This is an optimization exercise on Yosys and OpenROAD, whose aim is small area, a short achievable clock period and few clock cycles per item, not a production implementation.
Function was checked by simulation only, so behaviour that the tests miss may differ from the original.

## design.v

```verilog
`timescale 1ns/1ps
module dot_s0 (
    input  logic [7:0] a0, a1, a2, a3,
    input  logic [7:0] b0, b1, b2, b3,
    output logic [69:0] co
);
    logic t0;
    logic t58;
    logic t116;
    logic t232;
    logic t174;
    logic t233;
    logic t1;
    logic t8;
    logic t59;
    logic t234;
    logic t66;
    logic t117;
    logic t124;
    logic t236;
    logic t377;
    logic t175;
    logic t182;
    logic t467;
    logic t468;
    logic t378;
    logic t235;
    logic t237;
    logic t2;
    logic t9;
    logic t16;
    logic t238;
    logic t379;
    logic t60;
    logic t67;
    logic t74;
    logic t240;
    logic t118;
    logic t125;
    logic t132;
    logic t242;
    logic t176;
    logic t183;
    logic t190;
    logic t244;
    logic t381;
    logic t469;
    logic t470;
    logic t380;
    logic t382;
    logic t239;
    logic t241;
    logic t243;
    logic t383;
    logic t471;
    logic t245;
    logic t3;
    logic t10;
    logic t17;
    logic t246;
    logic t24;
    logic t61;
    logic t68;
    logic t248;
    logic t385;
    logic t75;
    logic t82;
    logic t119;
    logic t250;
    logic t126;
    logic t133;
    logic t140;
    logic t252;
    logic t177;
    logic t184;
    logic t191;
    logic t254;
    logic t387;
    logic t198;
    logic t473;
    logic t472;
    logic t474;
    logic t384;
    logic t386;
    logic t388;
    logic t475;
    logic t247;
    logic t249;
    logic t251;
    logic t389;
    logic t253;
    logic t255;
    logic t4;
    logic t11;
    logic t18;
    logic t256;
    logic t391;
    logic t25;
    logic t32;
    logic t62;
    logic t258;
    logic t69;
    logic t76;
    logic t83;
    logic t260;
    logic t90;
    logic t120;
    logic t127;
    logic t262;
    logic t393;
    logic t477;
    logic t134;
    logic t141;
    logic t148;
    logic t264;
    logic t178;
    logic t185;
    logic t192;
    logic t266;
    logic t199;
    logic t395;
    logic t206;
    logic t476;
    logic t478;
    logic t390;
    logic t392;
    logic t394;
    logic t479;
    logic t396;
    logic t257;
    logic t259;
    logic t261;
    logic t397;
    logic t263;
    logic t265;
    logic t267;
    logic t399;
    logic t481;
    logic t5;
    logic t12;
    logic t19;
    logic t268;
    logic t26;
    logic t33;
    logic t40;
    logic t270;
    logic t63;
    logic t70;
    logic t77;
    logic t272;
    logic t401;
    logic t84;
    logic t91;
    logic t98;
    logic t274;
    logic t121;
    logic t128;
    logic t135;
    logic t276;
    logic t142;
    logic t149;
    logic t156;
    logic t278;
    logic t403;
    logic t179;
    logic t186;
    logic t193;
    logic t280;
    logic t483;
    logic t200;
    logic t207;
    logic t214;
    logic t282;
    logic t480;
    logic t482;
    logic t484;
    logic t398;
    logic t400;
    logic t402;
    logic t485;
    logic t404;
    logic t269;
    logic t271;
    logic t273;
    logic t405;
    logic t275;
    logic t277;
    logic t279;
    logic t407;
    logic t487;
    logic t281;
    logic t283;
    logic t6;
    logic t13;
    logic t20;
    logic t284;
    logic t409;
    logic t27;
    logic t34;
    logic t41;
    logic t286;
    logic t47;
    logic t64;
    logic t71;
    logic t288;
    logic t78;
    logic t85;
    logic t92;
    logic t290;
    logic t411;
    logic t99;
    logic t105;
    logic t122;
    logic t292;
    logic t129;
    logic t136;
    logic t143;
    logic t294;
    logic t150;
    logic t157;
    logic t163;
    logic t296;
    logic t413;
    logic t489;
    logic t180;
    logic t187;
    logic t194;
    logic t298;
    logic t201;
    logic t208;
    logic t215;
    logic t300;
    logic t221;
    logic t415;
    logic t486;
    logic t488;
    logic t490;
    logic t406;
    logic t408;
    logic t410;
    logic t491;
    logic t412;
    logic t414;
    logic t416;
    logic t493;
    logic t285;
    logic t287;
    logic t289;
    logic t417;
    logic t291;
    logic t293;
    logic t295;
    logic t419;
    logic t297;
    logic t299;
    logic t301;
    logic t421;
    logic t495;
    logic t7;
    logic t14;
    logic t21;
    logic t302;
    logic t28;
    logic t35;
    logic t42;
    logic t304;
    logic t48;
    logic t53;
    logic t65;
    logic t306;
    logic t423;
    logic t72;
    logic t79;
    logic t86;
    logic t308;
    logic t93;
    logic t100;
    logic t106;
    logic t310;
    logic t111;
    logic t123;
    logic t130;
    logic t312;
    logic t425;
    logic t137;
    logic t144;
    logic t151;
    logic t314;
    logic t158;
    logic t164;
    logic t169;
    logic t316;
    logic t181;
    logic t188;
    logic t195;
    logic t318;
    logic t427;
    logic t497;
    logic t202;
    logic t209;
    logic t216;
    logic t320;
    logic t222;
    logic t227;
    logic t322;
    logic t499;
    logic t492;
    logic t494;
    logic t496;
    logic t498;
    logic t500;
    logic t418;
    logic t420;
    logic t422;
    logic t501;
    logic t424;
    logic t426;
    logic t428;
    logic t503;
    logic t303;
    logic t305;
    logic t307;
    logic t429;
    logic t309;
    logic t311;
    logic t313;
    logic t431;
    logic t315;
    logic t317;
    logic t319;
    logic t433;
    logic t505;
    logic t321;
    logic t323;
    logic t15;
    logic t22;
    logic t29;
    logic t324;
    logic t435;
    logic t36;
    logic t43;
    logic t49;
    logic t326;
    logic t54;
    logic t73;
    logic t80;
    logic t328;
    logic t87;
    logic t94;
    logic t101;
    logic t330;
    logic t437;
    logic t107;
    logic t112;
    logic t131;
    logic t332;
    logic t138;
    logic t145;
    logic t152;
    logic t334;
    logic t159;
    logic t165;
    logic t170;
    logic t336;
    logic t439;
    logic t507;
    logic t189;
    logic t196;
    logic t203;
    logic t338;
    logic t210;
    logic t217;
    logic t223;
    logic t340;
    logic t228;
    logic t441;
    logic t502;
    logic t504;
    logic t506;
    logic t508;
    logic t430;
    logic t432;
    logic t434;
    logic t509;
    logic t436;
    logic t438;
    logic t440;
    logic t511;
    logic t442;
    logic t325;
    logic t327;
    logic t329;
    logic t443;
    logic t331;
    logic t333;
    logic t335;
    logic t445;
    logic t513;
    logic t337;
    logic t339;
    logic t341;
    logic t447;
    logic t23;
    logic t30;
    logic t37;
    logic t342;
    logic t44;
    logic t50;
    logic t55;
    logic t344;
    logic t81;
    logic t88;
    logic t95;
    logic t346;
    logic t449;
    logic t102;
    logic t108;
    logic t113;
    logic t348;
    logic t139;
    logic t146;
    logic t153;
    logic t350;
    logic t160;
    logic t166;
    logic t171;
    logic t352;
    logic t451;
    logic t515;
    logic t197;
    logic t204;
    logic t211;
    logic t354;
    logic t218;
    logic t224;
    logic t229;
    logic t356;
    logic t517;
    logic t510;
    logic t512;
    logic t514;
    logic t516;
    logic t518;
    logic t444;
    logic t446;
    logic t448;
    logic t519;
    logic t450;
    logic t452;
    logic t343;
    logic t345;
    logic t347;
    logic t453;
    logic t521;
    logic t349;
    logic t351;
    logic t353;
    logic t455;
    logic t355;
    logic t357;
    logic t31;
    logic t38;
    logic t45;
    logic t358;
    logic t457;
    logic t51;
    logic t56;
    logic t89;
    logic t360;
    logic t96;
    logic t103;
    logic t109;
    logic t362;
    logic t114;
    logic t147;
    logic t154;
    logic t364;
    logic t459;
    logic t523;
    logic t161;
    logic t167;
    logic t172;
    logic t366;
    logic t205;
    logic t212;
    logic t219;
    logic t368;
    logic t225;
    logic t230;
    logic t370;
    logic t461;
    logic t520;
    logic t522;
    logic t524;
    logic t454;
    logic t456;
    logic t458;
    logic t525;
    logic t460;
    logic t462;
    logic t359;
    logic t361;
    logic t363;
    logic t463;
    logic t526;
    logic t365;
    logic t367;
    logic t369;
    logic t464;
    logic t371;
    logic t39;
    logic t46;
    logic t52;
    logic t372;
    logic t57;
    logic t97;
    logic t104;
    logic t373;
    logic t465;
    logic t110;
    logic t115;
    logic t155;
    logic t374;
    logic t162;
    logic t168;
    logic t173;
    logic t375;
    logic t213;
    logic t220;
    logic t226;
    logic t376;
    logic t466;
    logic t527;
    logic t231;
    assign t0 = ~(a0[0] & b0[0]);
    assign t58 = ~(a1[0] & b1[0]);
    assign t116 = ~(a2[0] & b2[0]);
    fa u_fa1 (.a(t0), .b(t58), .c(t116), .s(t232), .co(t233));
    assign t174 = ~(a3[0] & b3[0]);
    assign t1 = ~(a0[0] & b0[1]);
    assign t8 = ~(a0[1] & b0[0]);
    assign t59 = ~(a1[0] & b1[1]);
    fa u_fa2 (.a(t1), .b(t8), .c(t59), .s(t234), .co(t235));
    assign t66 = ~(a1[1] & b1[0]);
    assign t117 = ~(a2[0] & b2[1]);
    assign t124 = ~(a2[1] & b2[0]);
    fa u_fa3 (.a(t66), .b(t117), .c(t124), .s(t236), .co(t237));
    fa u_fa4 (.a(t233), .b(t234), .c(t236), .s(t377), .co(t378));
    assign t175 = ~(a3[0] & b3[1]);
    assign t182 = ~(a3[1] & b3[0]);
    fa u_fa5 (.a(t377), .b(t175), .c(t182), .s(t467), .co(t468));
    assign t2 = ~(a0[0] & b0[2]);
    assign t9 = ~(a0[1] & b0[1]);
    assign t16 = ~(a0[2] & b0[0]);
    fa u_fa6 (.a(t2), .b(t9), .c(t16), .s(t238), .co(t239));
    fa u_fa7 (.a(t235), .b(t237), .c(t238), .s(t379), .co(t380));
    assign t60 = ~(a1[0] & b1[2]);
    assign t67 = ~(a1[1] & b1[1]);
    assign t74 = ~(a1[2] & b1[0]);
    fa u_fa8 (.a(t60), .b(t67), .c(t74), .s(t240), .co(t241));
    assign t118 = ~(a2[0] & b2[2]);
    assign t125 = ~(a2[1] & b2[1]);
    assign t132 = ~(a2[2] & b2[0]);
    fa u_fa9 (.a(t118), .b(t125), .c(t132), .s(t242), .co(t243));
    assign t176 = ~(a3[0] & b3[2]);
    assign t183 = ~(a3[1] & b3[1]);
    assign t190 = ~(a3[2] & b3[0]);
    fa u_fa10 (.a(t176), .b(t183), .c(t190), .s(t244), .co(t245));
    fa u_fa11 (.a(t240), .b(t242), .c(t244), .s(t381), .co(t382));
    fa u_fa12 (.a(t378), .b(t379), .c(t381), .s(t469), .co(t470));
    fa u_fa13 (.a(t239), .b(t241), .c(t243), .s(t383), .co(t384));
    fa u_fa14 (.a(t380), .b(t382), .c(t383), .s(t471), .co(t472));
    assign t3 = ~(a0[0] & b0[3]);
    assign t10 = ~(a0[1] & b0[2]);
    assign t17 = ~(a0[2] & b0[1]);
    fa u_fa15 (.a(t3), .b(t10), .c(t17), .s(t246), .co(t247));
    assign t24 = ~(a0[3] & b0[0]);
    assign t61 = ~(a1[0] & b1[3]);
    assign t68 = ~(a1[1] & b1[2]);
    fa u_fa16 (.a(t24), .b(t61), .c(t68), .s(t248), .co(t249));
    fa u_fa17 (.a(t245), .b(t246), .c(t248), .s(t385), .co(t386));
    assign t75 = ~(a1[2] & b1[1]);
    assign t82 = ~(a1[3] & b1[0]);
    assign t119 = ~(a2[0] & b2[3]);
    fa u_fa18 (.a(t75), .b(t82), .c(t119), .s(t250), .co(t251));
    assign t126 = ~(a2[1] & b2[2]);
    assign t133 = ~(a2[2] & b2[1]);
    assign t140 = ~(a2[3] & b2[0]);
    fa u_fa19 (.a(t126), .b(t133), .c(t140), .s(t252), .co(t253));
    assign t177 = ~(a3[0] & b3[3]);
    assign t184 = ~(a3[1] & b3[2]);
    assign t191 = ~(a3[2] & b3[1]);
    fa u_fa20 (.a(t177), .b(t184), .c(t191), .s(t254), .co(t255));
    fa u_fa21 (.a(t250), .b(t252), .c(t254), .s(t387), .co(t388));
    assign t198 = ~(a3[3] & b3[0]);
    fa u_fa22 (.a(t385), .b(t387), .c(t198), .s(t473), .co(t474));
    fa u_fa23 (.a(t384), .b(t386), .c(t388), .s(t475), .co(t476));
    fa u_fa24 (.a(t247), .b(t249), .c(t251), .s(t389), .co(t390));
    assign t4 = ~(a0[0] & b0[4]);
    assign t11 = ~(a0[1] & b0[3]);
    assign t18 = ~(a0[2] & b0[2]);
    fa u_fa25 (.a(t4), .b(t11), .c(t18), .s(t256), .co(t257));
    fa u_fa26 (.a(t253), .b(t255), .c(t256), .s(t391), .co(t392));
    assign t25 = ~(a0[3] & b0[1]);
    assign t32 = ~(a0[4] & b0[0]);
    assign t62 = ~(a1[0] & b1[4]);
    fa u_fa27 (.a(t25), .b(t32), .c(t62), .s(t258), .co(t259));
    assign t69 = ~(a1[1] & b1[3]);
    assign t76 = ~(a1[2] & b1[2]);
    assign t83 = ~(a1[3] & b1[1]);
    fa u_fa28 (.a(t69), .b(t76), .c(t83), .s(t260), .co(t261));
    assign t90 = ~(a1[4] & b1[0]);
    assign t120 = ~(a2[0] & b2[4]);
    assign t127 = ~(a2[1] & b2[3]);
    fa u_fa29 (.a(t90), .b(t120), .c(t127), .s(t262), .co(t263));
    fa u_fa30 (.a(t258), .b(t260), .c(t262), .s(t393), .co(t394));
    fa u_fa31 (.a(t389), .b(t391), .c(t393), .s(t477), .co(t478));
    assign t134 = ~(a2[2] & b2[2]);
    assign t141 = ~(a2[3] & b2[1]);
    assign t148 = ~(a2[4] & b2[0]);
    fa u_fa32 (.a(t134), .b(t141), .c(t148), .s(t264), .co(t265));
    assign t178 = ~(a3[0] & b3[4]);
    assign t185 = ~(a3[1] & b3[3]);
    assign t192 = ~(a3[2] & b3[2]);
    fa u_fa33 (.a(t178), .b(t185), .c(t192), .s(t266), .co(t267));
    assign t199 = ~(a3[3] & b3[1]);
    fa u_fa34 (.a(t264), .b(t266), .c(t199), .s(t395), .co(t396));
    assign t206 = ~(a3[4] & b3[0]);
    fa u_fa35 (.a(t390), .b(t392), .c(t394), .s(t479), .co(t480));
    fa u_fa36 (.a(t257), .b(t259), .c(t261), .s(t397), .co(t398));
    fa u_fa37 (.a(t263), .b(t265), .c(t267), .s(t399), .co(t400));
    fa u_fa38 (.a(t396), .b(t397), .c(t399), .s(t481), .co(t482));
    assign t5 = ~(a0[0] & b0[5]);
    assign t12 = ~(a0[1] & b0[4]);
    assign t19 = ~(a0[2] & b0[3]);
    fa u_fa39 (.a(t5), .b(t12), .c(t19), .s(t268), .co(t269));
    assign t26 = ~(a0[3] & b0[2]);
    assign t33 = ~(a0[4] & b0[1]);
    assign t40 = ~(a0[5] & b0[0]);
    fa u_fa40 (.a(t26), .b(t33), .c(t40), .s(t270), .co(t271));
    assign t63 = ~(a1[0] & b1[5]);
    assign t70 = ~(a1[1] & b1[4]);
    assign t77 = ~(a1[2] & b1[3]);
    fa u_fa41 (.a(t63), .b(t70), .c(t77), .s(t272), .co(t273));
    fa u_fa42 (.a(t268), .b(t270), .c(t272), .s(t401), .co(t402));
    assign t84 = ~(a1[3] & b1[2]);
    assign t91 = ~(a1[4] & b1[1]);
    assign t98 = ~(a1[5] & b1[0]);
    fa u_fa43 (.a(t84), .b(t91), .c(t98), .s(t274), .co(t275));
    assign t121 = ~(a2[0] & b2[5]);
    assign t128 = ~(a2[1] & b2[4]);
    assign t135 = ~(a2[2] & b2[3]);
    fa u_fa44 (.a(t121), .b(t128), .c(t135), .s(t276), .co(t277));
    assign t142 = ~(a2[3] & b2[2]);
    assign t149 = ~(a2[4] & b2[1]);
    assign t156 = ~(a2[5] & b2[0]);
    fa u_fa45 (.a(t142), .b(t149), .c(t156), .s(t278), .co(t279));
    fa u_fa46 (.a(t274), .b(t276), .c(t278), .s(t403), .co(t404));
    assign t179 = ~(a3[0] & b3[5]);
    assign t186 = ~(a3[1] & b3[4]);
    assign t193 = ~(a3[2] & b3[3]);
    fa u_fa47 (.a(t179), .b(t186), .c(t193), .s(t280), .co(t281));
    fa u_fa48 (.a(t401), .b(t403), .c(t280), .s(t483), .co(t484));
    assign t200 = ~(a3[3] & b3[2]);
    assign t207 = ~(a3[4] & b3[1]);
    assign t214 = ~(a3[5] & b3[0]);
    fa u_fa49 (.a(t200), .b(t207), .c(t214), .s(t282), .co(t283));
    fa u_fa50 (.a(t398), .b(t400), .c(t402), .s(t485), .co(t486));
    fa u_fa51 (.a(t269), .b(t271), .c(t273), .s(t405), .co(t406));
    fa u_fa52 (.a(t275), .b(t277), .c(t279), .s(t407), .co(t408));
    fa u_fa53 (.a(t404), .b(t405), .c(t407), .s(t487), .co(t488));
    assign t6 = ~(a0[0] & b0[6]);
    assign t13 = ~(a0[1] & b0[5]);
    assign t20 = ~(a0[2] & b0[4]);
    fa u_fa54 (.a(t6), .b(t13), .c(t20), .s(t284), .co(t285));
    fa u_fa55 (.a(t281), .b(t283), .c(t284), .s(t409), .co(t410));
    assign t27 = ~(a0[3] & b0[3]);
    assign t34 = ~(a0[4] & b0[2]);
    assign t41 = ~(a0[5] & b0[1]);
    fa u_fa56 (.a(t27), .b(t34), .c(t41), .s(t286), .co(t287));
    assign t47 = ~(a0[6] & b0[0]);
    assign t64 = ~(a1[0] & b1[6]);
    assign t71 = ~(a1[1] & b1[5]);
    fa u_fa57 (.a(t47), .b(t64), .c(t71), .s(t288), .co(t289));
    assign t78 = ~(a1[2] & b1[4]);
    assign t85 = ~(a1[3] & b1[3]);
    assign t92 = ~(a1[4] & b1[2]);
    fa u_fa58 (.a(t78), .b(t85), .c(t92), .s(t290), .co(t291));
    fa u_fa59 (.a(t286), .b(t288), .c(t290), .s(t411), .co(t412));
    assign t99 = ~(a1[5] & b1[1]);
    assign t105 = ~(a1[6] & b1[0]);
    assign t122 = ~(a2[0] & b2[6]);
    fa u_fa60 (.a(t99), .b(t105), .c(t122), .s(t292), .co(t293));
    assign t129 = ~(a2[1] & b2[5]);
    assign t136 = ~(a2[2] & b2[4]);
    assign t143 = ~(a2[3] & b2[3]);
    fa u_fa61 (.a(t129), .b(t136), .c(t143), .s(t294), .co(t295));
    assign t150 = ~(a2[4] & b2[2]);
    assign t157 = ~(a2[5] & b2[1]);
    assign t163 = ~(a2[6] & b2[0]);
    fa u_fa62 (.a(t150), .b(t157), .c(t163), .s(t296), .co(t297));
    fa u_fa63 (.a(t292), .b(t294), .c(t296), .s(t413), .co(t414));
    fa u_fa64 (.a(t409), .b(t411), .c(t413), .s(t489), .co(t490));
    assign t180 = ~(a3[0] & b3[6]);
    assign t187 = ~(a3[1] & b3[5]);
    assign t194 = ~(a3[2] & b3[4]);
    fa u_fa65 (.a(t180), .b(t187), .c(t194), .s(t298), .co(t299));
    assign t201 = ~(a3[3] & b3[3]);
    assign t208 = ~(a3[4] & b3[2]);
    assign t215 = ~(a3[5] & b3[1]);
    fa u_fa66 (.a(t201), .b(t208), .c(t215), .s(t300), .co(t301));
    assign t221 = ~(a3[6] & b3[0]);
    fa u_fa67 (.a(t298), .b(t300), .c(t221), .s(t415), .co(t416));
    fa u_fa68 (.a(t406), .b(t408), .c(t410), .s(t491), .co(t492));
    fa u_fa69 (.a(t412), .b(t414), .c(t416), .s(t493), .co(t494));
    fa u_fa70 (.a(t285), .b(t287), .c(t289), .s(t417), .co(t418));
    fa u_fa71 (.a(t291), .b(t293), .c(t295), .s(t419), .co(t420));
    fa u_fa72 (.a(t297), .b(t299), .c(t301), .s(t421), .co(t422));
    fa u_fa73 (.a(t417), .b(t419), .c(t421), .s(t495), .co(t496));
    assign t7 = a0[0] & b0[7];
    assign t14 = ~(a0[1] & b0[6]);
    assign t21 = ~(a0[2] & b0[5]);
    fa u_fa74 (.a(t7), .b(t14), .c(t21), .s(t302), .co(t303));
    assign t28 = ~(a0[3] & b0[4]);
    assign t35 = ~(a0[4] & b0[3]);
    assign t42 = ~(a0[5] & b0[2]);
    fa u_fa75 (.a(t28), .b(t35), .c(t42), .s(t304), .co(t305));
    assign t48 = ~(a0[6] & b0[1]);
    assign t53 = a0[7] & b0[0];
    assign t65 = a1[0] & b1[7];
    fa u_fa76 (.a(t48), .b(t53), .c(t65), .s(t306), .co(t307));
    fa u_fa77 (.a(t302), .b(t304), .c(t306), .s(t423), .co(t424));
    assign t72 = ~(a1[1] & b1[6]);
    assign t79 = ~(a1[2] & b1[5]);
    assign t86 = ~(a1[3] & b1[4]);
    fa u_fa78 (.a(t72), .b(t79), .c(t86), .s(t308), .co(t309));
    assign t93 = ~(a1[4] & b1[3]);
    assign t100 = ~(a1[5] & b1[2]);
    assign t106 = ~(a1[6] & b1[1]);
    fa u_fa79 (.a(t93), .b(t100), .c(t106), .s(t310), .co(t311));
    assign t111 = a1[7] & b1[0];
    assign t123 = a2[0] & b2[7];
    assign t130 = ~(a2[1] & b2[6]);
    fa u_fa80 (.a(t111), .b(t123), .c(t130), .s(t312), .co(t313));
    fa u_fa81 (.a(t308), .b(t310), .c(t312), .s(t425), .co(t426));
    assign t137 = ~(a2[2] & b2[5]);
    assign t144 = ~(a2[3] & b2[4]);
    assign t151 = ~(a2[4] & b2[3]);
    fa u_fa82 (.a(t137), .b(t144), .c(t151), .s(t314), .co(t315));
    assign t158 = ~(a2[5] & b2[2]);
    assign t164 = ~(a2[6] & b2[1]);
    assign t169 = a2[7] & b2[0];
    fa u_fa83 (.a(t158), .b(t164), .c(t169), .s(t316), .co(t317));
    assign t181 = a3[0] & b3[7];
    assign t188 = ~(a3[1] & b3[6]);
    assign t195 = ~(a3[2] & b3[5]);
    fa u_fa84 (.a(t181), .b(t188), .c(t195), .s(t318), .co(t319));
    fa u_fa85 (.a(t314), .b(t316), .c(t318), .s(t427), .co(t428));
    fa u_fa86 (.a(t423), .b(t425), .c(t427), .s(t497), .co(t498));
    assign t202 = ~(a3[3] & b3[4]);
    assign t209 = ~(a3[4] & b3[3]);
    assign t216 = ~(a3[5] & b3[2]);
    fa u_fa87 (.a(t202), .b(t209), .c(t216), .s(t320), .co(t321));
    assign t222 = ~(a3[6] & b3[1]);
    assign t227 = a3[7] & b3[0];
    assign t322 = ~(t222 ^ t227);
    assign t499 = ~(t320 ^ t322);
    assign t500 = t320 | t322;
    fa u_fa88 (.a(t418), .b(t420), .c(t422), .s(t501), .co(t502));
    fa u_fa89 (.a(t424), .b(t426), .c(t428), .s(t503), .co(t504));
    fa u_fa90 (.a(t303), .b(t305), .c(t307), .s(t429), .co(t430));
    fa u_fa91 (.a(t309), .b(t311), .c(t313), .s(t431), .co(t432));
    fa u_fa92 (.a(t315), .b(t317), .c(t319), .s(t433), .co(t434));
    fa u_fa93 (.a(t429), .b(t431), .c(t433), .s(t505), .co(t506));
    assign t323 = t222 | t227;
    assign t15 = a0[1] & b0[7];
    assign t22 = ~(a0[2] & b0[6]);
    assign t29 = ~(a0[3] & b0[5]);
    fa u_fa94 (.a(t15), .b(t22), .c(t29), .s(t324), .co(t325));
    fa u_fa95 (.a(t321), .b(t323), .c(t324), .s(t435), .co(t436));
    assign t36 = ~(a0[4] & b0[4]);
    assign t43 = ~(a0[5] & b0[3]);
    assign t49 = ~(a0[6] & b0[2]);
    fa u_fa96 (.a(t36), .b(t43), .c(t49), .s(t326), .co(t327));
    assign t54 = a0[7] & b0[1];
    assign t73 = a1[1] & b1[7];
    assign t80 = ~(a1[2] & b1[6]);
    fa u_fa97 (.a(t54), .b(t73), .c(t80), .s(t328), .co(t329));
    assign t87 = ~(a1[3] & b1[5]);
    assign t94 = ~(a1[4] & b1[4]);
    assign t101 = ~(a1[5] & b1[3]);
    fa u_fa98 (.a(t87), .b(t94), .c(t101), .s(t330), .co(t331));
    fa u_fa99 (.a(t326), .b(t328), .c(t330), .s(t437), .co(t438));
    assign t107 = ~(a1[6] & b1[2]);
    assign t112 = a1[7] & b1[1];
    assign t131 = a2[1] & b2[7];
    fa u_fa100 (.a(t107), .b(t112), .c(t131), .s(t332), .co(t333));
    assign t138 = ~(a2[2] & b2[6]);
    assign t145 = ~(a2[3] & b2[5]);
    assign t152 = ~(a2[4] & b2[4]);
    fa u_fa101 (.a(t138), .b(t145), .c(t152), .s(t334), .co(t335));
    assign t159 = ~(a2[5] & b2[3]);
    assign t165 = ~(a2[6] & b2[2]);
    assign t170 = a2[7] & b2[1];
    fa u_fa102 (.a(t159), .b(t165), .c(t170), .s(t336), .co(t337));
    fa u_fa103 (.a(t332), .b(t334), .c(t336), .s(t439), .co(t440));
    fa u_fa104 (.a(t435), .b(t437), .c(t439), .s(t507), .co(t508));
    assign t189 = a3[1] & b3[7];
    assign t196 = ~(a3[2] & b3[6]);
    assign t203 = ~(a3[3] & b3[5]);
    fa u_fa105 (.a(t189), .b(t196), .c(t203), .s(t338), .co(t339));
    assign t210 = ~(a3[4] & b3[4]);
    assign t217 = ~(a3[5] & b3[3]);
    assign t223 = ~(a3[6] & b3[2]);
    fa u_fa106 (.a(t210), .b(t217), .c(t223), .s(t340), .co(t341));
    assign t228 = a3[7] & b3[1];
    fa u_fa107 (.a(t338), .b(t340), .c(t228), .s(t441), .co(t442));
    fa u_fa108 (.a(t430), .b(t432), .c(t434), .s(t509), .co(t510));
    fa u_fa109 (.a(t436), .b(t438), .c(t440), .s(t511), .co(t512));
    fa u_fa110 (.a(t325), .b(t327), .c(t329), .s(t443), .co(t444));
    fa u_fa111 (.a(t331), .b(t333), .c(t335), .s(t445), .co(t446));
    fa u_fa112 (.a(t442), .b(t443), .c(t445), .s(t513), .co(t514));
    fa u_fa113 (.a(t337), .b(t339), .c(t341), .s(t447), .co(t448));
    assign t23 = a0[2] & b0[7];
    assign t30 = ~(a0[3] & b0[6]);
    assign t37 = ~(a0[4] & b0[5]);
    fa u_fa114 (.a(t23), .b(t30), .c(t37), .s(t342), .co(t343));
    assign t44 = ~(a0[5] & b0[4]);
    assign t50 = ~(a0[6] & b0[3]);
    assign t55 = a0[7] & b0[2];
    fa u_fa115 (.a(t44), .b(t50), .c(t55), .s(t344), .co(t345));
    assign t81 = a1[2] & b1[7];
    assign t88 = ~(a1[3] & b1[6]);
    assign t95 = ~(a1[4] & b1[5]);
    fa u_fa116 (.a(t81), .b(t88), .c(t95), .s(t346), .co(t347));
    fa u_fa117 (.a(t342), .b(t344), .c(t346), .s(t449), .co(t450));
    assign t102 = ~(a1[5] & b1[4]);
    assign t108 = ~(a1[6] & b1[3]);
    assign t113 = a1[7] & b1[2];
    fa u_fa118 (.a(t102), .b(t108), .c(t113), .s(t348), .co(t349));
    assign t139 = a2[2] & b2[7];
    assign t146 = ~(a2[3] & b2[6]);
    assign t153 = ~(a2[4] & b2[5]);
    fa u_fa119 (.a(t139), .b(t146), .c(t153), .s(t350), .co(t351));
    assign t160 = ~(a2[5] & b2[4]);
    assign t166 = ~(a2[6] & b2[3]);
    assign t171 = a2[7] & b2[2];
    fa u_fa120 (.a(t160), .b(t166), .c(t171), .s(t352), .co(t353));
    fa u_fa121 (.a(t348), .b(t350), .c(t352), .s(t451), .co(t452));
    fa u_fa122 (.a(t447), .b(t449), .c(t451), .s(t515), .co(t516));
    assign t197 = a3[2] & b3[7];
    assign t204 = ~(a3[3] & b3[6]);
    assign t211 = ~(a3[4] & b3[5]);
    fa u_fa123 (.a(t197), .b(t204), .c(t211), .s(t354), .co(t355));
    assign t218 = ~(a3[5] & b3[4]);
    assign t224 = ~(a3[6] & b3[3]);
    assign t229 = a3[7] & b3[2];
    fa u_fa124 (.a(t218), .b(t224), .c(t229), .s(t356), .co(t357));
    assign t517 = ~(t354 ^ t356);
    assign t518 = t354 | t356;
    fa u_fa125 (.a(t444), .b(t446), .c(t448), .s(t519), .co(t520));
    fa u_fa126 (.a(t343), .b(t345), .c(t347), .s(t453), .co(t454));
    fa u_fa127 (.a(t450), .b(t452), .c(t453), .s(t521), .co(t522));
    fa u_fa128 (.a(t349), .b(t351), .c(t353), .s(t455), .co(t456));
    assign t31 = a0[3] & b0[7];
    assign t38 = ~(a0[4] & b0[6]);
    assign t45 = ~(a0[5] & b0[5]);
    fa u_fa129 (.a(t31), .b(t38), .c(t45), .s(t358), .co(t359));
    fa u_fa130 (.a(t355), .b(t357), .c(t358), .s(t457), .co(t458));
    assign t51 = ~(a0[6] & b0[4]);
    assign t56 = a0[7] & b0[3];
    assign t89 = a1[3] & b1[7];
    fa u_fa131 (.a(t51), .b(t56), .c(t89), .s(t360), .co(t361));
    assign t96 = ~(a1[4] & b1[6]);
    assign t103 = ~(a1[5] & b1[5]);
    assign t109 = ~(a1[6] & b1[4]);
    fa u_fa132 (.a(t96), .b(t103), .c(t109), .s(t362), .co(t363));
    assign t114 = a1[7] & b1[3];
    assign t147 = a2[3] & b2[7];
    assign t154 = ~(a2[4] & b2[6]);
    fa u_fa133 (.a(t114), .b(t147), .c(t154), .s(t364), .co(t365));
    fa u_fa134 (.a(t360), .b(t362), .c(t364), .s(t459), .co(t460));
    fa u_fa135 (.a(t455), .b(t457), .c(t459), .s(t523), .co(t524));
    assign t161 = ~(a2[5] & b2[5]);
    assign t167 = ~(a2[6] & b2[4]);
    assign t172 = a2[7] & b2[3];
    fa u_fa136 (.a(t161), .b(t167), .c(t172), .s(t366), .co(t367));
    assign t205 = a3[3] & b3[7];
    assign t212 = ~(a3[4] & b3[6]);
    assign t219 = ~(a3[5] & b3[5]);
    fa u_fa137 (.a(t205), .b(t212), .c(t219), .s(t368), .co(t369));
    assign t225 = ~(a3[6] & b3[4]);
    assign t230 = a3[7] & b3[3];
    fa u_fa138 (.a(t225), .b(t230), .c(1'b0), .s(t370), .co(t371));
    fa u_fa139 (.a(t366), .b(t368), .c(t370), .s(t461), .co(t462));
    assign t525 = t454 ^ t456 ^ t458;
    assign t463 = t359 ^ t361 ^ t363;
    assign t526 = t460 ^ t462 ^ t463;
    assign t464 = t365 ^ t367 ^ t369;
    assign t39 = a0[4] & b0[7];
    assign t46 = ~(a0[5] & b0[6]);
    assign t52 = ~(a0[6] & b0[5]);
    assign t372 = t39 ^ t46 ^ t52;
    assign t57 = a0[7] & b0[4];
    assign t97 = a1[4] & b1[7];
    assign t104 = ~(a1[5] & b1[6]);
    assign t373 = t57 ^ t97 ^ t104;
    assign t465 = t371 ^ t372 ^ t373;
    assign t110 = ~(a1[6] & b1[5]);
    assign t115 = a1[7] & b1[4];
    assign t155 = a2[4] & b2[7];
    assign t374 = t110 ^ t115 ^ t155;
    assign t162 = ~(a2[5] & b2[6]);
    assign t168 = ~(a2[6] & b2[5]);
    assign t173 = a2[7] & b2[4];
    assign t375 = t162 ^ t168 ^ t173;
    assign t213 = a3[4] & b3[7];
    assign t220 = ~(a3[5] & b3[6]);
    assign t226 = ~(a3[6] & b3[5]);
    assign t376 = t213 ^ t220 ^ t226;
    assign t466 = t374 ^ t375 ^ t376;
    assign t527 = t464 ^ t465 ^ t466;
    assign t231 = a3[7] & b3[4];
    assign co[0] = t232;
    assign co[1] = t174;
    assign co[2] = t467;
    assign co[3] = t468;
    assign co[4] = t469;
    assign co[5] = t470;
    assign co[6] = t471;
    assign co[7] = t473;
    assign co[8] = t472;
    assign co[9] = t474;
    assign co[10] = t475;
    assign co[11] = t477;
    assign co[12] = t395;
    assign co[13] = t206;
    assign co[14] = t476;
    assign co[15] = t478;
    assign co[16] = t479;
    assign co[17] = t481;
    assign co[18] = t483;
    assign co[19] = t282;
    assign co[20] = t480;
    assign co[21] = t482;
    assign co[22] = t484;
    assign co[23] = t485;
    assign co[24] = t487;
    assign co[25] = t489;
    assign co[26] = t415;
    assign co[27] = t486;
    assign co[28] = t488;
    assign co[29] = t490;
    assign co[30] = t491;
    assign co[31] = t493;
    assign co[32] = t495;
    assign co[33] = t497;
    assign co[34] = t499;
    assign co[35] = t492;
    assign co[36] = t494;
    assign co[37] = t496;
    assign co[38] = t498;
    assign co[39] = t500;
    assign co[40] = t501;
    assign co[41] = t503;
    assign co[42] = t505;
    assign co[43] = t507;
    assign co[44] = t441;
    assign co[45] = t502;
    assign co[46] = t504;
    assign co[47] = t506;
    assign co[48] = t508;
    assign co[49] = t509;
    assign co[50] = t511;
    assign co[51] = t513;
    assign co[52] = t515;
    assign co[53] = t517;
    assign co[54] = t510;
    assign co[55] = t512;
    assign co[56] = t514;
    assign co[57] = t516;
    assign co[58] = t518;
    assign co[59] = t519;
    assign co[60] = t521;
    assign co[61] = t523;
    assign co[62] = t461;
    assign co[63] = t520;
    assign co[64] = t522;
    assign co[65] = t524;
    assign co[66] = t525;
    assign co[67] = t526;
    assign co[68] = t527;
    assign co[69] = t231;
endmodule
module dot_s1 (
    input  logic [69:0] ci,
    output logic [24:0] co
);
    logic t528;
    logic t529;
    logic t530;
    logic t532;
    logic t566;
    logic t567;
    logic t531;
    logic t533;
    logic t534;
    logic t568;
    logic t536;
    logic t590;
    logic t591;
    logic t569;
    logic t535;
    logic t537;
    logic t538;
    logic t570;
    logic t540;
    logic t592;
    logic t593;
    logic t571;
    logic t539;
    logic t541;
    logic t542;
    logic t572;
    logic t544;
    logic t574;
    logic t594;
    logic t595;
    logic t573;
    logic t575;
    logic t543;
    logic t545;
    logic t546;
    logic t576;
    logic t596;
    logic t548;
    logic t550;
    logic t578;
    logic t597;
    logic t577;
    logic t579;
    logic t547;
    logic t549;
    logic t551;
    logic t580;
    logic t598;
    logic t552;
    logic t554;
    logic t556;
    logic t582;
    logic t599;
    logic t581;
    logic t583;
    logic t553;
    logic t555;
    logic t557;
    logic t584;
    logic t600;
    logic t558;
    logic t560;
    logic t562;
    logic t586;
    logic t601;
    logic t585;
    logic t587;
    logic t559;
    logic t561;
    logic t563;
    logic t588;
    logic t602;
    logic t564;
    logic t565;
    logic t589;
    fa u_fa140 (.a(ci[5]), .b(ci[6]), .c(ci[7]), .s(t528), .co(t529));
    fa u_fa141 (.a(ci[8]), .b(ci[9]), .c(ci[10]), .s(t530), .co(t531));
    fa u_fa142 (.a(ci[11]), .b(ci[12]), .c(ci[13]), .s(t532), .co(t533));
    fa u_fa143 (.a(t529), .b(t530), .c(t532), .s(t566), .co(t567));
    fa u_fa144 (.a(ci[14]), .b(ci[15]), .c(ci[16]), .s(t534), .co(t535));
    fa u_fa145 (.a(t531), .b(t533), .c(t534), .s(t568), .co(t569));
    fa u_fa146 (.a(ci[17]), .b(ci[18]), .c(ci[19]), .s(t536), .co(t537));
    fa u_fa147 (.a(t567), .b(t568), .c(t536), .s(t590), .co(t591));
    fa u_fa148 (.a(ci[20]), .b(ci[21]), .c(ci[22]), .s(t538), .co(t539));
    fa u_fa149 (.a(t535), .b(t537), .c(t538), .s(t570), .co(t571));
    fa u_fa150 (.a(ci[23]), .b(ci[24]), .c(ci[25]), .s(t540), .co(t541));
    fa u_fa151 (.a(t569), .b(t570), .c(t540), .s(t592), .co(t593));
    fa u_fa152 (.a(ci[27]), .b(ci[28]), .c(ci[29]), .s(t542), .co(t543));
    fa u_fa153 (.a(t539), .b(t541), .c(t542), .s(t572), .co(t573));
    fa u_fa154 (.a(ci[30]), .b(ci[31]), .c(ci[32]), .s(t544), .co(t545));
    fa u_fa155 (.a(t544), .b(ci[33]), .c(ci[34]), .s(t574), .co(t575));
    fa u_fa156 (.a(t571), .b(t572), .c(t574), .s(t594), .co(t595));
    fa u_fa157 (.a(ci[35]), .b(ci[36]), .c(ci[37]), .s(t546), .co(t547));
    fa u_fa158 (.a(t543), .b(t545), .c(t546), .s(t576), .co(t577));
    fa u_fa159 (.a(t573), .b(t575), .c(t576), .s(t596), .co(t597));
    fa u_fa160 (.a(ci[38]), .b(ci[39]), .c(ci[40]), .s(t548), .co(t549));
    fa u_fa161 (.a(ci[41]), .b(ci[42]), .c(ci[43]), .s(t550), .co(t551));
    fa u_fa162 (.a(t548), .b(t550), .c(ci[44]), .s(t578), .co(t579));
    fa u_fa163 (.a(t547), .b(t549), .c(t551), .s(t580), .co(t581));
    fa u_fa164 (.a(t577), .b(t579), .c(t580), .s(t598), .co(t599));
    fa u_fa165 (.a(ci[45]), .b(ci[46]), .c(ci[47]), .s(t552), .co(t553));
    fa u_fa166 (.a(ci[48]), .b(ci[49]), .c(ci[50]), .s(t554), .co(t555));
    fa u_fa167 (.a(ci[51]), .b(ci[52]), .c(ci[53]), .s(t556), .co(t557));
    fa u_fa168 (.a(t552), .b(t554), .c(t556), .s(t582), .co(t583));
    fa u_fa169 (.a(t553), .b(t555), .c(t557), .s(t584), .co(t585));
    fa u_fa170 (.a(t581), .b(t583), .c(t584), .s(t600), .co(t601));
    fa u_fa171 (.a(ci[54]), .b(ci[55]), .c(ci[56]), .s(t558), .co(t559));
    fa u_fa172 (.a(ci[57]), .b(ci[58]), .c(ci[59]), .s(t560), .co(t561));
    fa u_fa173 (.a(ci[60]), .b(ci[61]), .c(ci[62]), .s(t562), .co(t563));
    fa u_fa174 (.a(t558), .b(t560), .c(t562), .s(t586), .co(t587));
    assign t588 = t559 ^ t561 ^ t563;
    assign t602 = t585 ^ t587 ^ t588;
    assign t564 = ci[63] ^ ci[64] ^ ci[65];
    assign t565 = ci[66] ^ ci[67] ^ ci[68];
    assign t589 = t564 ^ t565 ^ ci[69];
    assign co[0] = ci[0];
    assign co[1] = ci[1];
    assign co[2] = ci[2];
    assign co[3] = ci[3];
    assign co[4] = ci[4];
    assign co[5] = t528;
    assign co[6] = t566;
    assign co[7] = t590;
    assign co[8] = t591;
    assign co[9] = t592;
    assign co[10] = ci[26];
    assign co[11] = t593;
    assign co[12] = t594;
    assign co[13] = t595;
    assign co[14] = t596;
    assign co[15] = t578;
    assign co[16] = t597;
    assign co[17] = t598;
    assign co[18] = t582;
    assign co[19] = t599;
    assign co[20] = t600;
    assign co[21] = t586;
    assign co[22] = t601;
    assign co[23] = t602;
    assign co[24] = t589;
endmodule
module dot_s2 (
    input  logic [24:0] ci,
    output logic [7:0] res
);
    logic t603;
    logic t604;
    logic t605;
    logic t606;
    logic t607;
    logic t608;
    logic t609;
    logic t610;
    logic t611;
    logic t612;
    logic t613;
    logic t614;
    logic t615;
    logic t616;
    logic t617;
    assign t603 = ~(ci[0] ^ ci[1]);
    assign t604 = ci[0] | ci[1];
    assign t605 = ~(ci[3] ^ ci[4]);
    assign t606 = ci[3] | ci[4];
    fa u_fa175 (.a(ci[8]), .b(ci[9]), .c(ci[10]), .s(t607), .co(t608));
    assign t609 = ~(ci[11] ^ ci[12]);
    assign t610 = ci[11] | ci[12];
    fa u_fa176 (.a(ci[13]), .b(ci[14]), .c(ci[15]), .s(t611), .co(t612));
    fa u_fa177 (.a(ci[16]), .b(ci[17]), .c(ci[18]), .s(t613), .co(t614));
    fa u_fa178 (.a(ci[19]), .b(ci[20]), .c(ci[21]), .s(t615), .co(t616));
    assign t617 = ci[22] ^ ci[23] ^ ci[24];
    logic [11:0] r0, r1, s;
    assign r0 = {~t616, ~t614, ~t612, ~t610, ~t608, ~t607, ~ci[7], ~ci[6], ~t606, ~t605, ~t604, ~t603};
    assign r1 = {~t617, ~t615, ~t613, ~t611, ~t609, 1'b0, 1'b0, 1'b0, ~ci[5], 1'b0, ~ci[2], 1'b0};
    assign s = r0 + r1;
    assign res = s[11:4];
endmodule
`timescale 1ns/1ps
module fa (
    input  logic a,
    input  logic b,
    input  logic c,
    output logic s,
    output logic co
);
    assign s  = a ^ b ^ c;
    assign co = (a & b) | (a & c) | (b & c);
endmodule
module ha (
    input  logic a,
    input  logic b,
    output logic s,
    output logic co
);
    assign s  = a ^ b;
    assign co = a & b;
endmodule
`timescale 1ns/1ps
module systolic_mm_top (
    input  logic                  clk,
    input  logic                  rst,
    input  logic                  in_valid,
    input  logic [8-1:0] in_data,
    output logic                  out_valid,
    output logic [8-1:0] out_data,
    output logic                  busy,
    output logic                  done
);
    localparam int LAT = 3;
    logic       acc_en;   
    logic [4:0] cnt;      
    logic       cv;       
    logic [3:0] n;        
    logic       take;
    logic       vq;       
    logic [4:0] iq;       
    logic       rot;
    logic [LAT-1:0] vp;   
    logic [LAT-1:0] lp;   
    logic [LAT:0] lpx;    
    assign take = in_valid && acc_en;
    assign lpx  = {lp, cv && n == 4'd15};
    assign rot  = cv && (n[3:2] != 2'd0 || n[1:0] == 2'd3);
    always_ff @(posedge clk or negedge rst) begin
        if (!rst) begin
            acc_en <= 1'b1;
            cnt    <= '0;
            cv     <= 1'b0;
            n      <= '0;
            vq     <= 1'b0;
            iq     <= '0;
            vp     <= '0;
            lp     <= '0;
            busy   <= 1'b0;
        end else begin
            vq <= take;
            iq <= cnt;
            if (take) begin
                cnt <= cnt + 5'd1;
                if (cnt == 5'd31) acc_en <= 1'b0;
            end
            if (lpx[LAT-1]) acc_en <= 1'b1;  
            if (take && cnt[4:2] == 3'b111) begin
                cv <= 1'b1;
                n  <= {2'b00, cnt[1:0]};
            end else if (rot && n != 4'd15) begin
                cv <= 1'b1;
                n  <= n + 4'd1;
            end else begin
                cv <= 1'b0;
            end
            vp <= LAT'({vp, cv});
            lp <= lpx[LAT-1:0];
            if (take && cnt == 5'd0) busy <= 1'b1;
            else if (done)           busy <= 1'b0;
        end
    end
    assign out_valid = vp[LAT-1];
    assign done      = lp[LAT-1];
    logic [31:0] ar0, ar1, ar2, ar3;    
    logic [7:0] bq    [16];
    logic shift_a;
    assign shift_a = (vq && !iq[4] && iq[1:0] == 2'd0 && iq[3:2] != 2'd0) || (cv && n[1:0] == 2'd3);
    always_ff @(posedge clk) begin
        if (shift_a) begin
            ar0 <= ar1;
            ar1 <= ar2;
            ar2 <= ar3;
        end
        for (int k = 0; k < 4; k++) begin
            if (vq && !iq[4] && iq[1:0] == 2'(k)) ar3[8*k +: 8] <= bq[0];
        end
    end
    always_ff @(posedge clk) begin
        bq[0] <= rot ? bq[3] : in_data;
        if (rot) begin
            for (int r = 0; r < 4; r++) begin
                bq[4*r+1] <= bq[4*r];
                bq[4*r+2] <= bq[4*r+1];
                bq[4*r+3] <= bq[4*r+2];
            end
            bq[4]  <= bq[7];
            bq[8]  <= bq[11];
            bq[12] <= bq[15];
        end else if (vq && iq[4]) begin
            for (int p = 1; p < 16; p++) bq[p] <= bq[p-1];
        end
    end
    logic [7:0] ta [4];
    logic [7:0] tb [4];
    logic [7:0] res;
    always_comb begin
        for (int k = 0; k < 4; k++) ta[k] = ar0[8*k +: 8];
    end
    always_comb begin
        for (int k = 0; k < 4; k++) tb[k] = bq[12 - 4*k];
    end
    logic [69:0] c0_d, c0_q;
    dot_s0 u_s0 (.a0(ta[0]), .a1(ta[1]), .a2(ta[2]), .a3(ta[3]), .b0(tb[0]), .b1(tb[1]), .b2(tb[2]), .b3(tb[3]), .co(c0_d));
    always_ff @(posedge clk) c0_q <= c0_d;
    logic [24:0] c1_d, c1_q;
    dot_s1 u_s1 (.ci(c0_q), .co(c1_d));
    always_ff @(posedge clk) c1_q <= c1_d;
    dot_s2 u_s2 (.ci(c1_q), .res(res));
    always_ff @(posedge clk) out_data <= res;
endmodule
```

## run.sh

```bash
#!/bin/bash
# synth_recipe.tcl (not shown) runs the flow's synth.tcl, then flattens the netlist and writes it again
# the make line also repeats each setting of config.mk as NAME=value (left out here)
make -C /OpenROAD-flow-scripts/flow DESIGN_CONFIG=/design/flow/config.mk WORK_HOME=/design/flow/orfs CLKGATE_MAP_FILE= SYNTH_SCRIPT=/design/flow/synth_recipe.tcl finish
```

## config.mk

```make
export PLATFORM = sky130hd
export DESIGN_NAME = systolic_mm_top
export DESIGN_NICKNAME = systolic_mm_top
export VERILOG_FILES = /design/flow/design.v
export SDC_FILE = /design/flow/constraint.sdc
export NUM_CORES = 4
export LEC_CHECK = 0
export CAP_MARGIN = 20
export CORE_MARGIN = 2
export CORE_UTILIZATION = 65
export CTS_CLUSTER_DIAMETER = 80
export CTS_CLUSTER_SIZE = 30
export SETUP_SLACK_MARGIN = 3.3
export SLEW_MARGIN = 20
export SYNTH_HIERARCHICAL = 1
```

## constraint.sdc

```tcl
create_clock -name core_clock -period 6.0 [get_ports {clk}]
set_input_delay 1.2000 -clock core_clock [delete_from_list [all_inputs] [get_ports {clk}]]
set_output_delay 1.2000 -clock core_clock [all_outputs]
set_load 0.01 [all_outputs]
```

==> summary.txt, run 1 <==
predominant post-synthesis flop cell=edfxtp_1; Seq cells post-synth=383; Worst Tran Pin Value=0.6663 ns; flop-to-flop setup slack=3.42 ns; Num CTS Buffers=17; crit path capture type=primary output; DRT Pass-1 Iters=5; CTS tree=built; peak fanout along the critical path=2; period utilization=43.92%; worst path arrival time=1.43 ns; routability cong.=0.8707; count leader, synth=edfxtp_1; Slew headroom=55.52%; Filler cells=1,777; cell area after layout=0.01769 mm2; drt total wl=30,230 um; max cap viols=0; Setup-failing EPs final=0; Routed WL per cell=22.13 um; Synth top area share=43.21%; core area=0.02606 mm2; outcome=timing/DRC/antenna clean; GR Overflow Total=0; share of cells above drive strength 1=8.826%; Warnings, synthesis=13; Clock transition at path regs=0.11 ns; most instantiated cells after synthesis=edfxtp_1 (248), nand2_1 (207), fa_1 (178); Reg2Reg Depth=4; I/O Buffers=21; Max Transition Viols Final=0; ys async rst share=6.266%; Area after DPL=0.01711 mm2; via count=7,779; TritonCTS Sinks=383; WP buf/inv=1; Hold Crit Class=reg2reg; cells after synthesis=1,075; worst setup path end=busy; Crit Path Class=reg2out; Max Fclk=379.5 MHz; startpoint types=flip-flop; RSZ-0062 raised after global routing=false; H-Tree Depth=1; I/O pin cnt=22; Mean Syn Cell Area=16.03 um2; CP Cell Sequence=clkdlybuf4s50_1; Antenna Nets Post-Route=0; largest net degree at the start of global routing=84; synth top area cells=edfxtp_1 (43%), fa_1 (21%), dfxtp_1 (13%), nand2_1 (4.5%), buf_4 (4.1%); CP max stage delay=0.54 ns; Max clock buf depth=3; CP max stage cell=clkdlybuf4s50_1; total die area=0.02783 mm2; HPWL Detailed=21,560 um; Synth-to-Final Area Change=2.679%; r2r endpoint=c0_q[33]; Required @ worst endpoint=4.80 ns; DRC=0; total track usage=22.53%; initial antenna violation count=0; CP startpoint=busy; post-synth cell types=48; first-pass GRT wire length=47,020 um; Final min period=2.635 ns; Die Width=166.8 um; DRT iter0 DRCs=693; Post-synth EDFFs=248; WP depth=1; register area share after synthesis=59.60%; Synth Cell Area=0.01723 mm2; # hold bufs at CTS=0; vias per std cell=5.695; largest area contributor in the synthesized netlist=edfxtp_1; synthesized net count=1,278; Clk Latency, worst-skew pair=0.52 ns; Top Family by Delay on Critical Path=buffers and inverters; Final TNS setup=0 ns; row count=59; starting density of the core=66.13%; final net count=1,223; Post-Route Skew=0.02519 ns; diode count=0; Die Ht=166.8 um; RR Startpoint=ar0[0]; number of global-route vias before repair=8,466; Fin. Hold Viols=0; root buffer cell=clkbuf_16
[cell families after synthesis]
kind of cell	after synthesis	synth area share (%)
DFF	383	59.60
and+or+nand+nor	272	7.123
adders and majority gates	192	21.69
buffers and inverters	130	5.228
xor gates and xnor gates	45	2.650
muxes	34	2.846
AOI/OAI and AO/OA	18	0.8350
other	1	0.02176
[Yosys stat by module, one instance, submodules excluded]
module | times used | flops+latches
dot_s1 | 1 | 0
dot_s2 | 1 | 0
systolic_mm_top | 1 | 383
dot_s0 | 1 | 0
fa | 178 | 0
[layout make-up]
class / count / area, um2 / share of cell area [%]
tap: 335 / 419.2 / 2.369
timing repair buffer: 31 / 287.8 / 1.626
multi-input combinational: 564 / 6117 / 34.57
clock buffer: 25 / 455.4 / 2.574
inverter: 23 / 86.33 / 0.4879
clock inverter: 5 / 51.30 / 0.2899
sequential: 383 / 10280 / 58.08
[state kept, by name, indices dropped and copies added, names as in the netlist, 3 cells and up]
register	count
lp	3
c0_q	70
out_data	8
bq	128
vp	3
ar2	32
iq	5
c1_q	25
ar0	32
cnt	5
ar1	32
ar3	32
n	4
[worst reg2reg max path: stages, from the launching register on]
cell,delay [ns]
edfxtp_1,0.56
and2_1,0.26
fa_1,0.51
fa_1,0.56
fa_1,0.56
[timing repair]
action	in CTS	in global routing
endpoints found under the hold margin	0	0
buffers inserted	0	4
resized for setup	7	3
pin swaps	1	3
cloned	0	2
setup endpoints to repair	108	101
[placed cells by master (no fill, tap or decap), types with 4 or more instances in the layout]
cell type / instances
xor2_1: 11
edfxtp_1: 248
clkbuf_1: 8
dfxtp_2: 5
clkdlybuf4s50_1: 20
buf_4: 9
dfrtp_1: 23
xnor2_1: 29
clkbuf_16: 17
xnor3_1: 4
nand2_1: 205
ha_1: 14
and2_1: 35
mux2_4: 29
a21oi_1: 5
mux2_2: 4
dfxtp_1: 106
inv_1: 23
nor2_1: 5
fa_1: 178
[worst min path at each step]
| stage | from | endpoint | depth (start not counted) |
|---|---|---|---|
| floorplan | lp[0] | lp[1] | 0 |
| global placement | c0_q[4] | c1_q[4] | 0 |
| detailed placement | c0_q[3] | c1_q[3] | 0 |
| CTS | c0_q[0] | c1_q[0] | 0 |
| global route | c0_q[26] | c1_q[10] | 0 |
| finish | c0_q[26] | c1_q[10] | 0 |
[through the flow]
step	utilization, %	hold WS, ns	worst slack, ns	cells
after floorplan	-	0.3312	3.484	1075
after global placement	65.67	0.3108	3.068	1330
after detailed placement	65.67	0.3135	2.956	1330
after CTS	67.72	0.3388	3.327	1360
after global routing	67.90	0.3421	3.316	1366
final	67.90	0.3361	3.365	1366
[metal layers]
| metal | global-route usage (%) | up-vias | routed length [um] |
|---|---|---|---|
| met5 | 0 | - | 0 |
| met3 | 2.994 | 76 | 1179 |
| met2 | 37.09 | 244 | 14830 |
| met1 | 30.86 | 4100 | 12800 |
| met4 | 9.558 | 0 | 1415 |
| li1 | - | 3359 | - |
Testbench counts, summed over its fixed seeds: cycles 9,032, jobs 192.
==> run 2, diff against run 1 <==
--- a/config.mk
+++ b/config.mk
@@ -6,10 +6,11 @@
 export NUM_CORES = 4
 export LEC_CHECK = 0
+export ABC_AREA = 1
 export CAP_MARGIN = 20
 export CORE_MARGIN = 2
-export CORE_UTILIZATION = 65
+export CORE_UTILIZATION = 75
 export CTS_CLUSTER_DIAMETER = 80
 export CTS_CLUSTER_SIZE = 30
-export SETUP_SLACK_MARGIN = 3.3
+export SETUP_SLACK_MARGIN = 3.5
 export SLEW_MARGIN = 20
 export SYNTH_HIERARCHICAL = 1
==> run 2 against run 1 <==
Compared with the run above: clock skew fell by 0.0019 ns; cell area is 3.6% higher; worst setup slack gained 0.12 ns; flip-flop and latch count did not move; critical path type is now reg2reg.
==> summary.txt, run 2 <==
Fin. Hold Viols=0 (unchanged); most common cell after layout, fill and taps aside=nand2_1 (was edfxtp_1); outcome=timing/DRC/antenna clean (unchanged); Max Transition Viols Final=0 (unchanged); Warnings, synthesis=13 (unchanged); Post-synth EDFFs=248 (unchanged); Die Width=158.2 um (was 166.8 um); Max Fclk=398.1 MHz (was 379.5 MHz); Slew headroom=44.29% (was 55.52%); Setup-failing EPs final=0 (unchanged); crit path capture type=flip-flop (was primary output); core area=0.02340 mm2 (was 0.02606 mm2); starting density of the core=76.20% (was 66.13%); root buffer cell=clkbuf_16 (unchanged); Most flops, register=bq (unchanged); Die Ht=158.2 um (was 166.8 um); period utilization=41.86% (was 43.92%); Clk Latency, worst-skew pair=0.53 ns (was 0.52 ns); Clock transition at path regs=0.10 ns (was 0.11 ns); Synth Cell Area=0.01783 mm2 (was 0.01723 mm2); routability cong.=0.8650 (was 0.8707); HPWL Detailed=22,630 um (was 21,560 um); drt total wl=32,280 um (was 30,230 um); H-Tree Depth=1 (unchanged); biggest regs=bq: 128 flops, c0_q: 70 flops (unchanged); synthesized net count=1,568 (was 1,278); post-synth cell types=38 (was 48); Routed WL per cell=19.90 um (was 22.13 um); Worst Tran Pin Value=0.8355 ns (was 0.6663 ns); DRT iter0 DRCs=990 (was 693); initial antenna violation count=0 (unchanged); total die area=0.02503 mm2 (was 0.02783 mm2); Simple-Gate Fraction of Synth Area=11.25% (was 7.123%); Crit Path Class=reg2reg (was reg2out); largest family of logic cells by synthesized area=adder cells (unchanged); Area after DPL=0.01753 mm2 (was 0.01711 mm2); Post-Route Skew=0.02325 ns (was 0.02519 ns); count leader, synth=nand2_1 (was edfxtp_1); peak fanout along the critical path=9 (was 2); predominant post-synthesis flop cell=edfxtp_1 (unchanged); GR Overflow Total=0 (unchanged); Seq cells post-synth=383 (unchanged); Final TNS setup=0 ns (unchanged); Placement Setup Slack=2.765 ns (was 2.956 ns); RSZ-0062 raised after global routing=true (was false); # hold bufs at CTS=0 (unchanged); Max clock buf depth=3 (unchanged); cell area after layout=0.01833 mm2 (was 0.01769 mm2); Antenna Nets Post-Route=0 (unchanged); Mean Syn Cell Area=13.06 um2 (was 16.03 um2); I/O Buffers=21 (unchanged); TritonCTS Sinks=383 (unchanged); Compound-Gate Fraction of Synth Area=1.186% (was 0.8350%); startpoint types=flip-flop (unchanged); I/O pin cnt=22 (unchanged); largest area contributor in the synthesized netlist=edfxtp_1 (unchanged); Core Util, Final=78.34% (was 67.90%); vias per std cell=5.610 (was 5.695); ys async rst share=6.266% (unchanged); largest net degree at the start of global routing=68 (was 84); via count=9,099 (was 7,779); DRC=0 (unchanged); multiplexer share of the synthesized area=0% (was 2.846%); Post-Synth XOR/XNOR Area=1.172% (was 2.650%); first-pass GRT wire length=50,200 um (was 47,020 um); Post-Synth Adder-Cell Area=20.97% (was 21.69%); register area share after synthesis=57.60% (was 59.60%); synth top area cells=edfxtp_1 (42%), fa_1 (20%), dfxtp_1 (12%), nand2_1 (7.7%), buf_4 (4.2%) (was edfxtp_1 (43%), fa_1 (21%), dfxtp_1 (13%), nand2_1 (4.5%), buf_4 (4.1%)); share of cells above drive strength 1=9.900% (was 8.826%); Required @ worst endpoint=6.47 ns (was 4.80 ns); cells after synthesis=1,365 (was 1,075); commonest non-fill, non-tap cells in the layout=nand2_1 (364), edfxtp_1 (248), fa_1 (177) (was edfxtp_1 (248), nand2_1 (205), fa_1 (178)); Final min period=2.512 ns (was 2.635 ns); total track usage=27.57% (was 22.53%); CTS tree=built (unchanged); most instantiated cells after synthesis=nand2_1 (365), edfxtp_1 (248), fa_1 (178) (was edfxtp_1 (248), nand2_1 (207), fa_1 (178)); Synth-to-Final Area Change=2.813% (was 2.679%); max reg flops=128 (unchanged); DRT Pass-1 Iters=5 (unchanged); worst path arrival time=2.98 ns (was 1.43 ns); final net count=1,495 (was 1,223); Hold Crit Class=reg2reg (unchanged); Synth top area share=41.76% (was 43.21%); diode count=0 (unchanged); row count=56 (was 59); number of global-route vias before repair=9,236 (was 8,466); max cap viols=0 (unchanged); Final WS setup=3.488 ns (was 3.365 ns); Num CTS Buffers=17 (unchanged)
run 2: cell count changes in the layout (fill, tap and decap cells not counted), sizes merged, moves of 11 or more:
cell           before  now
buf                11   30
and2               36    0
clkdlybuf4s50      20    9
nand3               3   51
nor2                6   33
o21ai               3   16
dlygate4sd2         0   11
xnor2              30   12
inv                26  112
mux2               33    0
nand2             212  385
run 2: area by class of cell:
cell class              count  area (um2)
flip-flops and latches    383       10280
multi-input cells         727        6250
clock inverters             5       82.58
inverters                 113       424.2
fillers                  1414        5069
repair buffers             50       441.7
clock buffers              25       455.4
well taps                 319       399.1
run 2: cells by family (layout without fill, tap and decap cells):
kind of cell | after synthesis | in the layout
and+or+nand+nor | 478 | 480
DFF | 383 | 383
buffers and inverters | 258 | 193
adders and majority gates | 192 | 192
AOI/OAI and AO/OA | 30 | 31
xor gates and xnor gates | 23 | 23
other | 1 | 1
run 2: per-stage QoR:
step / cells / hold slack [ns]
2_1_floorplan: 1365 / 0.3312
3_3_place_gp: 1564 / 0.3110
3_5_place_dp: 1564 / 0.3132
4_1_cts: 1602 / 0.3380
5_1_grt: 1622 / 0.3438
6_report: 1622 / 0.3356
run 2: final timing paths:
check / start / endpoint / slack [ns] / cells past startpoint
setup / recovery: bq[12][2] / c0_q[18] / 3.49 / 4
hold / removal: c0_q[3] / c1_q[3] / 0.34 / 0
setup reg to reg: bq[12][2] / c0_q[18] / 3.49 / 4
hold reg to reg: c0_q[3] / c1_q[3] / 0.34 / 0
max in group asynchronous: rst / acc_en / 4.98 / 1
min in group asynchronous: rst / cnt[2] / 0.62 / 1
run 2: critical path, cell delays in order (launching register included):
cell      delay (ns)
edfxtp_1        0.67
nand2_1         0.18
fa_1            0.61
fa_1            0.47
fa_1            0.54
run 2: what timing repair did:
item	4_1_cts	5_1_grt
resized for setup	22	2
endpoints found under the setup margin	241	107
endpoints found under the hold margin	0	0
gates cloned	2	1
pin swaps	1	1
setup buffers	6	19
run 2: layer usage:
layer	wire (um)	part of all wire, %	vias up	global-route usage [%]
met4	1608	5.0	0	11.75
met5	0	0	-	0
met2	15550	48	379	44.39
li1	-	-	4078	-
met3	2370	7.3	95	4.462
met1	12750	40	4547	38.27
run 2: modules after synthesis (local to each module, per instance):
module	cell area, um2	flip-flops and latches	times used	cells inside
fa	20.02	0	178	1
dot_s2	521.8	0	1	99
dot_s1	377.9	0	1	70
dot_s0	2156	0	1	460
systolic_mm_top	11210	383	1	558
==> run 3, diff against run 2 <==
--- a/config.mk
+++ b/config.mk
@@ -6,5 +6,4 @@
 export NUM_CORES = 4
 export LEC_CHECK = 0
-export ABC_AREA = 1
 export CAP_MARGIN = 20
 export CORE_MARGIN = 2
==> run 3 against run 2 <==
Compared with the run above: still clean on timing, DRC and antenna; clock skew is essentially flat; flip-flop and latch count unchanged; core utilization rose by 0.95 points; critical endpoint is now c0_q[33].
==> summary.txt, run 3 <==
Setup-failing EPs final=0 (unchanged); Reg area=0.01028 mm2 (about the same); Die Ht=155.6 um (was 158.2 um); Hold WS=0.3361 ns (was 0.3356 ns); Crit Path Class=reg2reg (unchanged); post-synth cell types=48 (was 38); core area=0.02257 mm2 (was 0.02340 mm2); Max Transition Viols Final=0 (unchanged); commonest non-fill, non-tap cells in the layout=edfxtp_1 (248), nand2_1 (205), fa_1 (177) (was nand2_1 (364), edfxtp_1 (248), fa_1 (177)); # hold bufs at CTS=0 (unchanged); most common cell after layout, fill and taps aside=edfxtp_1 (was nand2_1); total die area=0.02421 mm2 (was 0.02503 mm2); routability cong.=0.8813 (was 0.8650); Seq cells post-synth=383 (unchanged); TritonCTS Sinks=383 (unchanged); Max Fclk=397.7 MHz (was 398.1 MHz); number of global-route vias before repair=8,787 (was 9,236); DRT Pass-1 Iters=5 (unchanged); CTS tree=built (unchanged); Max clock buf depth=3 (unchanged); starting density of the core=76.35% (was 76.20%); Final min period=2.515 ns (was 2.512 ns); largest area contributor in the synthesized netlist=edfxtp_1 (unchanged); H-Tree Depth=1 (unchanged); largest net degree at the start of global routing=97 (was 68); first-pass GRT wire length=47,680 um (was 50,200 um); area of the multi-input gates=0.006150 mm2 (was 0.006250 mm2); period utilization=41.91% (was 41.86%); Antenna Nets Post-Route=0 (unchanged); Final TNS setup=0 ns (unchanged); biggest regs=bq: 128 flops, c0_q: 70 flops (unchanged); Warnings, synthesis=13 (unchanged); Reg2Reg Depth=4 (unchanged); RSZ-0062 raised after global routing=true (unchanged); Mean Syn Cell Area=16.03 um2 (was 13.06 um2); drt total wl=30,970 um (was 32,280 um); synth top area cells=edfxtp_1 (43%), fa_1 (21%), dfxtp_1 (13%), nand2_1 (4.5%), buf_4 (4.1%) (was edfxtp_1 (42%), fa_1 (20%), dfxtp_1 (12%), nand2_1 (7.7%), buf_4 (4.2%)); ys async rst share=6.266% (unchanged); max reg flops=128 (unchanged); outcome=timing/DRC/antenna clean (unchanged); peak fanout along the critical path=8 (was 9); Area after DPL=0.01705 mm2 (was 0.01753 mm2); Most flops, register=bq (unchanged); cells after synthesis=1,075 (was 1,365); Fin. Hold Viols=0 (unchanged); total track usage=26.90% (was 27.57%); root buffer cell=clkbuf_16 (unchanged); Required @ worst endpoint=6.39 ns (was 6.47 ns)
run 3: cell count changes in the layout (fill, tap and decap cells not counted), moves of 6 or more:
cell / change
mux2_4: +29
xnor2_1: +18
o21ai_2: -7
inv_1: -83
nand2_2: -14
and2_1: +33
nor2_2: -14
nand3_1: -45
nand2_1: -159
nor2_1: -12
a21oi_2: -9
buf_4: +6
run 3: layer usage:
| layer | track usage, % | share of wire (%) | vias up |
|---|---|---|---|
| met1 | 35.63 | 39 | 4157 |
| met4 | 13.59 | 5.6 | 0 |
| met2 | 44.80 | 49 | 373 |
| li1 | - | - | 3412 |
| met5 | 0 | 0 | - |
| met3 | 3.750 | 6.4 | 105 |
run 3: timing repair:
item | CTS | global route
cloned | 0 | 3
endpoints found under the setup margin | 216 | 178
pin swaps | 1 | 4
gates resized for setup | 21 | 8
buffers inserted | 12 | 19
run 3: logic make-up after synthesis:
kind of cell | after synthesis | synth area share (%)
buffers and inverters | 130 | 5.228
flip-flops | 383 | 59.60
AO/OA/AOI/OAI | 18 | 0.8350
AND/OR/NAND/NOR | 272 | 7.123
multiplexers | 34 | 2.846
adder cells (fa/ha/maj) | 192 | 21.69
other | 1 | 0.02176
XOR/XNOR | 45 | 2.650
run 3: final timing paths:
path | start | to
setup / recovery | ar0[8] | c0_q[33]
hold / removal | c0_q[0] | c1_q[0]
setup reg to reg | ar0[8] | c0_q[33]
hold reg to reg | c0_q[0] | c1_q[0]
max in group asynchronous | rst | acc_en
min in group asynchronous | rst | lp[1]
run 3: cell type report:
cell class,count,area share [%]
flip-flops and latches,383,57.45
multi-input cells,565,34.36
repair buffers,56,2.705
clock buffers,26,2.566
well taps,285,1.992
inverters,23,0.4823
clock inverters,4,0.4474
run 3: worst max-delay path, cell delays in order (launching register included):
cell      delay [ns]
edfxtp_1        0.59
and2_1          0.27
fa_1            0.50
fa_1            0.48
fa_1            0.53
run 3: per-stage QoR:
stage / instances / util (%) / setup WS, ns
final: 1342 / 79.30 / 3.486
after global routing: 1342 / 79.30 / 3.445
after CTS: 1320 / 78.38 / 3.501
after detailed placement: 1278 / 75.52 / 3.118
after global placement: 1278 / 75.52 / 3.288
after floorplan: 1075 / - / 3.593
run 3: per-module statistics from Yosys (local to each module, per instance):
module / cells / copies in the design
dot_s1: 32 / 1
dot_s2: 50 / 1
fa: 1 / 178
systolic_mm_top: 470 / 1
dot_s0: 345 / 1

-- port drivers added, routing unchanged --
The flow's constraints put no driver on any port. The routed layouts listed below were extracted and timed again, unchanged, in two steps.
Step 1: set_driving_cell puts a clkbuf_16 on clk and a buf_2 on each other input, an assumption about the parent block.
Step 2 times the ports against the registers' clock, not the clock port: input delays grow and output delays shrink by t, the midpoint of the rising clock arrivals with the driver on.
a / b / c = no drivers / after step 1 / after step 2; a / b = the first two.
run | t, ns | setup WS [ns] | hold slack, ns | clock arrival spread, ns | worst slew at a driven data input, ns
run 1 | 0.558 | 3.365 / 3.316 / 3.303 | 0.336 / 0.336 / 0.336 | 0.027 / 0.027 | 0.05
run 2 | 0.569 | 3.488 / 3.488 / 3.434 | 0.336 / 0.336 / 0.336 | 0.025 / 0.025 | 0.05
run 3 | 0.565 | 3.486 / 3.486 / 3.323 | 0.336 / 0.336 / 0.336 | 0.024 / 0.024 | 0.03
After both steps every run listed still meets setup and hold. For run 3, which loses most, drivers alone change the setup slack by 0.000 ns; drivers and shift together by -0.163 ns.
